What follows belongs to an exercise in optimizing a design on an open flow for small area, a short achievable clock period and few clock cycles per item; a production flow would make more cautious choices.
Power is estimated from default activity; no workload was simulated.

==> pepper <==
// fp_coprocessor
module fp_coprocessor
#(
  parameter int QD = 3
)
(
  input  logic        clk,
  input  logic        reset,
  input  logic [7:0]  paddr,
  input  logic        psel,
  input  logic        penable,
  input  logic        pwrite,
  input  logic [31:0] pwdata,
  output logic [31:0] prdata,
  output logic        pready,
  output logic        pslverr
);
  logic [14:0]   q [QD];
  logic [QD-1:0] qv;
  logic          mph;          
  logic [14:0]   ri;           
  logic          back_q;       
  logic        hw_q;           
  logic [3:0]  hidx_q;
  logic        iw_q;           
  logic        pslverr_q;
  logic [31:0] prdata_q;
  logic        reset_q;
  logic        x0_v, x0_ph;
  logic [2:0]  x0_op;
  logic [31:0] x0_a, x0_b;
  logic        x0_age, x0_eq;
  logic [7:0]  x0_diff;
  logic        x1_v, x1_ph, x1_mul, x1_pass, x1_sign, x1_sub, x1_bzero, x1_mz;
  logic [3:0]  x1_dest;
  logic [22:0] x1_fbig;
  logic [23:0] x1_aligned;
  logic [8:0]  x1_ex;
  logic [5:0]  x1_one, x1_two, x1_neg;
  logic        x2_v, x2_mul, x2_pass, x2_sign, x2_sub, x2_bzero;
  logic        x2_z0, x2_z1, x2_i0, x2_i1;
  logic [3:0]  x2_dest;
  logic [24:0] x2_sum;
  logic [4:0]  x2_lz;
  logic [37:0] x2_rs, x2_rc;   
  logic        x2_cin;
  logic [7:0]  x2_e;
  logic        wb2_v;
  logic [3:0]  wb2_dest;
  logic [31:0] wb2_data;
  logic        setup, is_instr, is_status, is_reg, hrd_now, hwr_now;
  assign setup     = psel & ~penable;
  assign is_instr  = (paddr == fp_pkg::ADDR_INSTR);
  assign is_status = (paddr == fp_pkg::ADDR_STATUS);
  assign is_reg    = (paddr[7:6] == fp_pkg::ADDR_REG_BASE[7:6]) && (paddr[1:0] == 2'b00);
  assign hrd_now   = paddr[6];
  assign hwr_now   = setup & pwrite & ~paddr[7] & paddr[6];
  logic        rf_we;
  logic [3:0]  rf_wa;
  logic [31:0] rf_wd;
  logic [31:0] rda, rdb, rde;
  reg_file reg_file_i (
    .clk(clk), .reset(reset_q),
    .we(rf_we), .wa(rf_wa), .wd(rf_wd),
    .ra1(q[0][7:4]), .ra2(hrd_now ? paddr[5:2] : q[0][3:0]), .ra3(q[0][3:0]),
    .rd1(rda), .rd2(rdb), .rd3(rde)
  );
  logic [2:0] op;
  logic [3:0] dest, src1, src2;
  logic       uses2, is_mul, hazard, block, issue, deq, kill;
  assign op   = q[0][14:12];
  assign dest = q[0][11:8];
  assign src1 = q[0][7:4];
  assign src2 = q[0][3:0];
  ...
Settings: LEC_CHECK=0, CAP_MARGIN=60, CORE_MARGIN=2, CORE_UTILIZATION=35, SLEW_MARGIN=60; clock period 12.0 ns.
standard.sh (not shown) runs the stock make flow with config.mk's settings and CLKGATE_MAP_FILE= SYNTH_SCRIPT=/design/flow/synth_recipe.tcl, a recipe that flattens the netlist after the stock synthesis.
==> flow/flow/run.sh <==
#!/bin/bash
# Own layout flow: the standard ORFS flow, with the port buffers made
# from buf_4 cells instead of the resizer's default choice, and the
# post-placement timing repair asked to keep a setup margin.
# Each step's full output stays in orfs/logs/; make's own output goes to
# flow_make.log in the work folder.
set -euo pipefail
bash standard.sh \
  BUFFER_PORTS_ARGS="-buffer_cell sky130_fd_sc_hd__buf_4" \
  SETUP_SLACK_MARGIN=8 \
  finish > flow_make.log 2>&1
==> onyx: changes against pepper <==
--- a/flow/design.v
+++ b/flow/design.v
@@ -21,40 +21,36 @@
   input  logic [31:0] a,
   input  logic [31:0] b,
   input  logic        is_sub,
   input  logic        force_a,    
   input  logic        keep_sml,   
-  input  logic        age,        
-  input  logic        eq,         
-  input  logic [7:0]  diff,       
   output logic [22:0] fbig,       
   output logic [23:0] aligned,    
   output logic [7:0]  ebig,       
   output logic        bzero,      
   output logic        sign,       
   output logic        sub         
 );
-  logic        agb, sel_e, sel_a, bs, eqswap, hsml;
-  logic [7:0]  ea, eb;
-  logic [22:0] fbe, fse;
-  logic [23:0] sml, shifted;
+  logic        agb, age, sel_a, bs;
+  logic [7:0]  ea, eb, diff;
+  logic [22:0] fsml;
+  logic        hsml;
+  logic [23:0] sml;
   assign ea    = a[30:23];
   assign eb    = b[30:23];
   assign bs    = b[31] ^ is_sub;
-  assign sel_e = age | force_a;
-  assign fbe   = sel_e ? a[22:0] : b[22:0];
-  assign fse   = sel_e ? b[22:0] : a[22:0];
-  assign ebig  = sel_e ? ea : eb;
-  assign bzero = (ebig == 8'd0);
-  assign hsml  = (sel_e ? (eb != 8'd0) : (ea != 8'd0)) & keep_sml;
-  assign sml   = hsml ? {1'b1, fse} : 24'd0;
-  assign shifted = (diff >= 8'd24) ? 24'd0 : (sml >> diff[4:0]);
   assign agb   = (a[30:0] >= b[30:0]);
-  assign eqswap = eq & ~agb & ~force_a;
-  assign fbig  = eqswap ? fse : fbe;
-  assign aligned = eqswap ? {hsml, fbe} : shifted;
+  assign age   = (ea >= eb);
   assign sel_a = agb | force_a;
+  assign fbig  = sel_a ? a[22:0] : b[22:0];
+  assign fsml  = sel_a ? b[22:0] : a[22:0];
+  assign ebig  = (age | force_a) ? ea : eb;
+  assign bzero = age ? (ea == 8'd0) : (eb == 8'd0);
+  assign hsml  = (age ? (eb != 8'd0) : (ea != 8'd0)) & keep_sml;
+  assign diff  = age ? ea - eb : eb - ea;
+  assign sml   = hsml ? {1'b1, fsml} : 24'd0;
+  assign aligned = (diff >= 8'd24) ? 24'd0 : (sml >> diff[4:0]);
   assign sign  = sel_a ? a[31] : bs;
   assign sub   = a[31] ^ bs;
 endmodule
 module fp_add_sum
 (
@@ -162,12 +158,11 @@
   input  logic [5:0]  two,
   input  logic [5:0]  neg,
   input  logic [37:0] acc_s,      
   input  logic [37:0] acc_c,
   output logic [37:0] row_s,      
-  output logic [37:0] row_c,      
-  output logic        cin         
+  output logic [37:0] row_c       
 );
   logic [23:0] x;
   logic [39:0] pp [9];            
   logic        acc_k;             
   assign x  = {1'b1, fa};
@@ -186,10 +181,11 @@
     end
     pp[6][25:0] = ph ? acc_s[37:12] : 26'd0;
     pp[7][25:0] = ph ? acc_c[37:12] : 26'd0;
     pp[8][35:12] = ph ? x : 24'd0;
     pp[8][10]    = neg[5];
+    pp[8][0]     = ph & acc_k;
   end
   function automatic logic [79:0] csa(input logic [39:0] a, input logic [39:0] b,
                                       input logic [39:0] c);
     logic [39:0] s, k;
     s = a ^ b ^ c;
@@ -209,34 +205,32 @@
   assign l3[2] = l2[3];
   assign {l4[1], l4[0]} = csa(l3[0], l3[1], l3[2]);
   logic [12:0] low0;
   assign low0   = {1'b0, acc_s[11:0]} + {1'b0, acc_c[11:0]};
   assign acc_k  = low0[12];
-  logic [11:0] low1;
   assign row_s = l4[0][37:0];
   assign row_c = l4[1][37:0];
-  assign low1  = {1'b0, l4[0][10:0]} + {1'b0, l4[1][10:0]} + {11'd0, acc_k};
-  assign cin   = low1[11];
 endmodule
 module fp_mul_pack
 (
-  input  logic [24:0] row_s,    
-  input  logic [24:0] row_c,
-  input  logic        cin,      
+  input  logic [35:0] row_s,    
+  input  logic [35:0] row_c,
   input  logic [7:0]  xe,       
   input  logic        zero0,    
   input  logic        zero1,    
   input  logic        inf0,     
   input  logic        inf1,     
   input  logic        sign,
   output logic [31:0] result
 );
+  logic [35:0] pw;
   logic [24:0] p;               
   logic [22:0] frac;
   logic [7:0]  xn;
   logic        z, f;
-  assign p    = row_s + row_c + {24'd0, cin};
+  assign pw   = row_s + row_c;
+  assign p    = pw[35:11];
   assign frac = p[24] ? p[23:1] : p[22:0];
   assign xn   = p[24] ? xe + 8'd1 : xe;
   assign z    = p[24] ? zero1 : zero0;
   assign f    = p[24] ? inf1 : inf0;
   always_comb begin
@@ -268,14 +262,12 @@
   input  logic        we,
   input  logic [3:0]  wa,
   input  logic [31:0] wd,
   input  logic [3:0]  ra1,
   input  logic [3:0]  ra2,
-  input  logic [3:0]  ra3,
   output logic [31:0] rd1,
-  output logic [31:0] rd2,
-  output logic [31:0] rd3
+  output logic [31:0] rd2
 );
   logic [31:0] regs [16];
   logic [31:0] wd_eff;
   assign wd_eff = reset ? 32'd0 : wd;
   always_ff @(posedge clk) begin
@@ -283,11 +275,10 @@
       if (reset || (we && (wa == i))) regs[i] <= wd_eff;
     end
   end
   assign rd1 = regs[ra1];
   assign rd2 = regs[ra2];
-  assign rd3 = regs[ra3];
 endmodule
 `timescale 1ns/1ns
 module fp_coprocessor
 #(
   parameter int QD = 3
@@ -311,17 +302,16 @@
   logic          back_q;       
   logic        hw_q;           
   logic [3:0]  hidx_q;
   logic        iw_q;           
   logic        pslverr_q;
-  logic [31:0] prdata_q;
-  logic        reset_q;
+  logic        st_q;           
+  logic [5:0]  status_q;
+  logic        reset_q, reset_qq;
   logic        x0_v, x0_ph;
   logic [2:0]  x0_op;
   logic [31:0] x0_a, x0_b;
-  logic        x0_age, x0_eq;
-  logic [7:0]  x0_diff;
   logic        x1_v, x1_ph, x1_mul, x1_pass, x1_sign, x1_sub, x1_bzero, x1_mz;
   logic [3:0]  x1_dest;
   logic [22:0] x1_fbig;
   logic [23:0] x1_aligned;
   logic [8:0]  x1_ex;
@@ -330,11 +320,10 @@
   logic        x2_z0, x2_z1, x2_i0, x2_i1;
   logic [3:0]  x2_dest;
   logic [24:0] x2_sum;
   logic [4:0]  x2_lz;
   logic [37:0] x2_rs, x2_rc;   
-  logic        x2_cin;
   logic [7:0]  x2_e;
   logic        wb2_v;
   logic [3:0]  wb2_dest;
   logic [31:0] wb2_data;
   logic        setup, is_instr, is_status, is_reg, hrd_now, hwr_now;
@@ -345,16 +334,16 @@
   assign hrd_now   = paddr[6];
   assign hwr_now   = setup & pwrite & ~paddr[7] & paddr[6];
   logic        rf_we;
   logic [3:0]  rf_wa;
   logic [31:0] rf_wd;
-  logic [31:0] rda, rdb, rde;
+  logic [31:0] rda, rdb;
   reg_file reg_file_i (
     .clk(clk), .reset(reset_q),
     .we(rf_we), .wa(rf_wa), .wd(rf_wd),
-    .ra1(q[0][7:4]), .ra2(hrd_now ? paddr[5:2] : q[0][3:0]), .ra3(q[0][3:0]),
-    .rd1(rda), .rd2(rdb), .rd3(rde)
+    .ra1(q[0][7:4]), .ra2(hrd_now ? paddr[5:2] : q[0][3:0]),
+    .rd1(rda), .rd2(rdb)
   );
   logic [2:0] op;
   logic [3:0] dest, src1, src2;
   logic       uses2, is_mul, hazard, block, issue, deq, kill;
   assign op   = q[0][14:12];
@@ -378,13 +367,10 @@
     ri    <= q[0];
     x0_ph <= mph;
     x0_op <= op;
     x0_a  <= rda;
     x0_b  <= rdb;
-    x0_age  <= (rda[30:23] >= rde[30:23]);
-    x0_eq   <= (rda[30:23] == rde[30:23]);
-    x0_diff <= (rda[30:23] >= rde[30:23]) ? rda[30:23] - rde[30:23] : rde[30:23] - rda[30:23];
   end
   logic        x_sub, x_mul, x_pass, psign, osign, osub, bzero;
   logic [22:0] fbig;
   logic [23:0] aligned;
   logic [7:0]  ea, eb, ebig;
@@ -394,11 +380,10 @@
   assign x_pass = x0_op[2];
   assign ea     = x0_a[30:23];
   assign eb     = x0_b[30:23];
   fp_add_order fp_add_order_i (
     .a(x0_a), .b(x0_b), .is_sub(x_sub), .force_a(x_mul | x_pass), .keep_sml(~x_pass),
-    .age(x0_age), .eq(x0_eq), .diff(x0_diff),
     .fbig(fbig), .aligned(aligned), .ebig(ebig), .bzero(bzero), .sign(osign), .sub(osub)
   );
   fp_sign_unit fp_sign_unit_i (.op(x0_op), .s(x0_a[31]), .new_sign(psign));
   fp_booth_digits fp_booth_digits_i (.ph(x0_ph), .fb(x0_b[22:0]), .one(one), .two(two), .neg(neg));
   always_ff @(posedge clk) begin
@@ -418,17 +403,16 @@
     x1_sign    <= x_pass ? psign : (x_mul ? (x0_a[31] ^ x0_b[31]) : osign);
   end
   logic [24:0] sum;
   logic [4:0]  lz;
   logic [37:0] rs, rc;
-  logic        cin;
   fp_add_sum fp_add_sum_i (
     .fbig(x1_fbig), .aligned(x1_aligned), .sub(x1_sub), .sum(sum), .lz(lz)
   );
   fp_mul_tree fp_mul_tree_i (
     .ph(x1_ph), .fa(x1_fbig), .one(x1_one), .two(x1_two), .neg(x1_neg),
-    .acc_s(x2_rs), .acc_c(x2_rc), .row_s(rs), .row_c(rc), .cin(cin)
+    .acc_s(x2_rs), .acc_c(x2_rc), .row_s(rs), .row_c(rc)
   );
   always_ff @(posedge clk) begin
     x2_dest  <= x1_dest;
     x2_mul   <= x1_mul;
     x2_pass  <= x1_pass;
@@ -437,11 +421,10 @@
     x2_bzero <= x1_bzero;
     x2_sum   <= sum;
     x2_lz    <= lz;
     x2_rs    <= rs;
     x2_rc    <= rc;
-    x2_cin   <= cin;
     x2_e     <= x1_mul ? x1_ex[7:0] + 8'd129 : x1_ex[7:0];
     x2_z0    <= x1_mz | (x1_ex <= 9'd127);
     x2_z1    <= x1_mz | (x1_ex <= 9'd126);
     x2_i0    <= (x1_ex >= 9'd382);
     x2_i1    <= (x1_ex >= 9'd381);
@@ -450,11 +433,11 @@
   fp_add_pack fp_add_pack_i (
     .sum(x2_sum), .lz(x2_lz), .e(x2_e), .sign(x2_sign), .sub(x2_sub), .bzero(x2_bzero),
     .pass(x2_pass), .result(add_res)
   );
   fp_mul_pack fp_mul_pack_i (
-    .row_s(x2_rs[35:11]), .row_c(x2_rc[35:11]), .cin(x2_cin), .xe(x2_e),
+    .row_s(x2_rs[35:0]), .row_c(x2_rc[35:0]), .xe(x2_e),
     .zero0(x2_z0), .zero1(x2_z1), .inf0(x2_i0), .inf1(x2_i1),
     .sign(x2_sign), .result(mul_res)
   );
   assign res = x2_mul ? mul_res : add_res;
   assign rf_we = hw_q | wb2_v | x2_v;
@@ -531,12 +514,14 @@
       pslverr_q <= setup & err;
     end
   end
   always_ff @(posedge clk) begin
     reset_q  <= reset;
+    reset_qq <= reset_q;
     hidx_q   <= paddr[5:2];
-    prdata_q <= paddr[6] ? (rdb & {32{~reset_q}}) : status;
+    st_q     <= ~paddr[6];
+    status_q <= status[5:0];
   end
   assign pready  = 1'b1;
   assign pslverr = pslverr_q;
-  assign prdata  = prdata_q;
+  assign prdata  = st_q ? {26'd0, status_q} : (x0_b & {32{~reset_qq}});
 endmodule
==> comparison <==
Against pepper, the cell count of onyx is smaller by 8.1%. Against pepper, the routed wire length of onyx is lower by about 9%. Between onyx and pepper, the lower sequential power is in onyx (gap about 3%, measured against pepper). Of pepper and onyx, pepper has the higher synthesized cell count (gap about 8%, measured against onyx). onyx completed with no timing, DRC or antenna violations. pepper ran to the end with violations: capacitance limit, slew limit. Sequential share of layout area: pepper is lower than onyx (1.6 points). Of pepper and onyx, pepper has the higher global-route usage (gap 0.76 points). Between pepper and onyx, the lower clock skew is in pepper (gap 0.031 ns). Between onyx and pepper, the lower utilization is in onyx (gap 0.95 points).
==> figures <==
Run status: pepper failed layout checks; onyx finished clean
Layout check failures: pepper capacitance limit, slew limit; onyx -
Count of cells along the worst register-to-register path: pepper 20; onyx 14
WL met1: pepper 84.2 mm; onyx 76.6 mm
Average detailed-routed wire length per instance: pepper 30.3 um; onyx 29.9 um
Routed via count: pepper 45232; onyx 41876
GR Util met3: pepper 0.0788; onyx 0.0788
Gate count after technology mapping: pepper 4979; onyx 4600
Period Utilization, post-route: pepper 0.370; onyx 0.375
NetSw: pepper 6020 uW; onyx 5900 uW
Area after detailed placement: pepper 57800 sq um; onyx 54700 sq um
Clock tree skew after final layout: pepper 0.0857 ns; onyx 0.117 ns
Nets in the synthesized netlist: pepper 5366; onyx 4967
Launching element of the worst setup path: pepper x1_one[1]; onyx reset_qq
Iteration count of the initial detailed-routing pass: pepper 12; onyx 10
Fraction of the mapped netlist area in adder cells: pepper 0.104; onyx 0.104
Share of the synthesized area in compound gates (AO/OA/AOI/OAI): pepper 0.183; onyx 0.193
Multi-Input Combinational: pepper 3399; onyx 3148
Function was not checked in any run of this note: the RTL went through the layout flow alone.

separate check: timing with driven ports:
In the flow no input, the clock included, has a driving cell. The finished layouts below were timed again as built, in two steps. Step 1 (the two cells are an assumption about what drives the block):
set clk [get_ports {clk}]
set_driving_cell -lib_cell sky130_fd_sc_hd__clkbuf_16 $clk
set_driving_cell -lib_cell sky130_fd_sc_hd__buf_2 [delete_from_list [all_inputs] $clk]
Step 2 adds t to the input delays and takes it off the output delays; t is the mean of the earliest and latest rising clock arrival at the registers after step 1. Input paths then give back, and output paths get back, about the clock's delay inside the block. a / b / c = ideal / step 1 / step 2; a / b = the first two.
| run | shift t [ns] | setup slack, ns | worst data-port slew with drivers (ns) | cell pins on the clock port's net |
|---|---|---|---|---|
| pepper | 0.818 | 7.560 / 7.560 / 7.202 | 0.23 | 1 |
| onyx | 0.807 | 7.496 / 7.413 / 7.329 | 0.12 | 1 |
The setup slack of pepper, which loses most, moves by 0.000 ns with the drivers and by -0.358 ns with both steps.
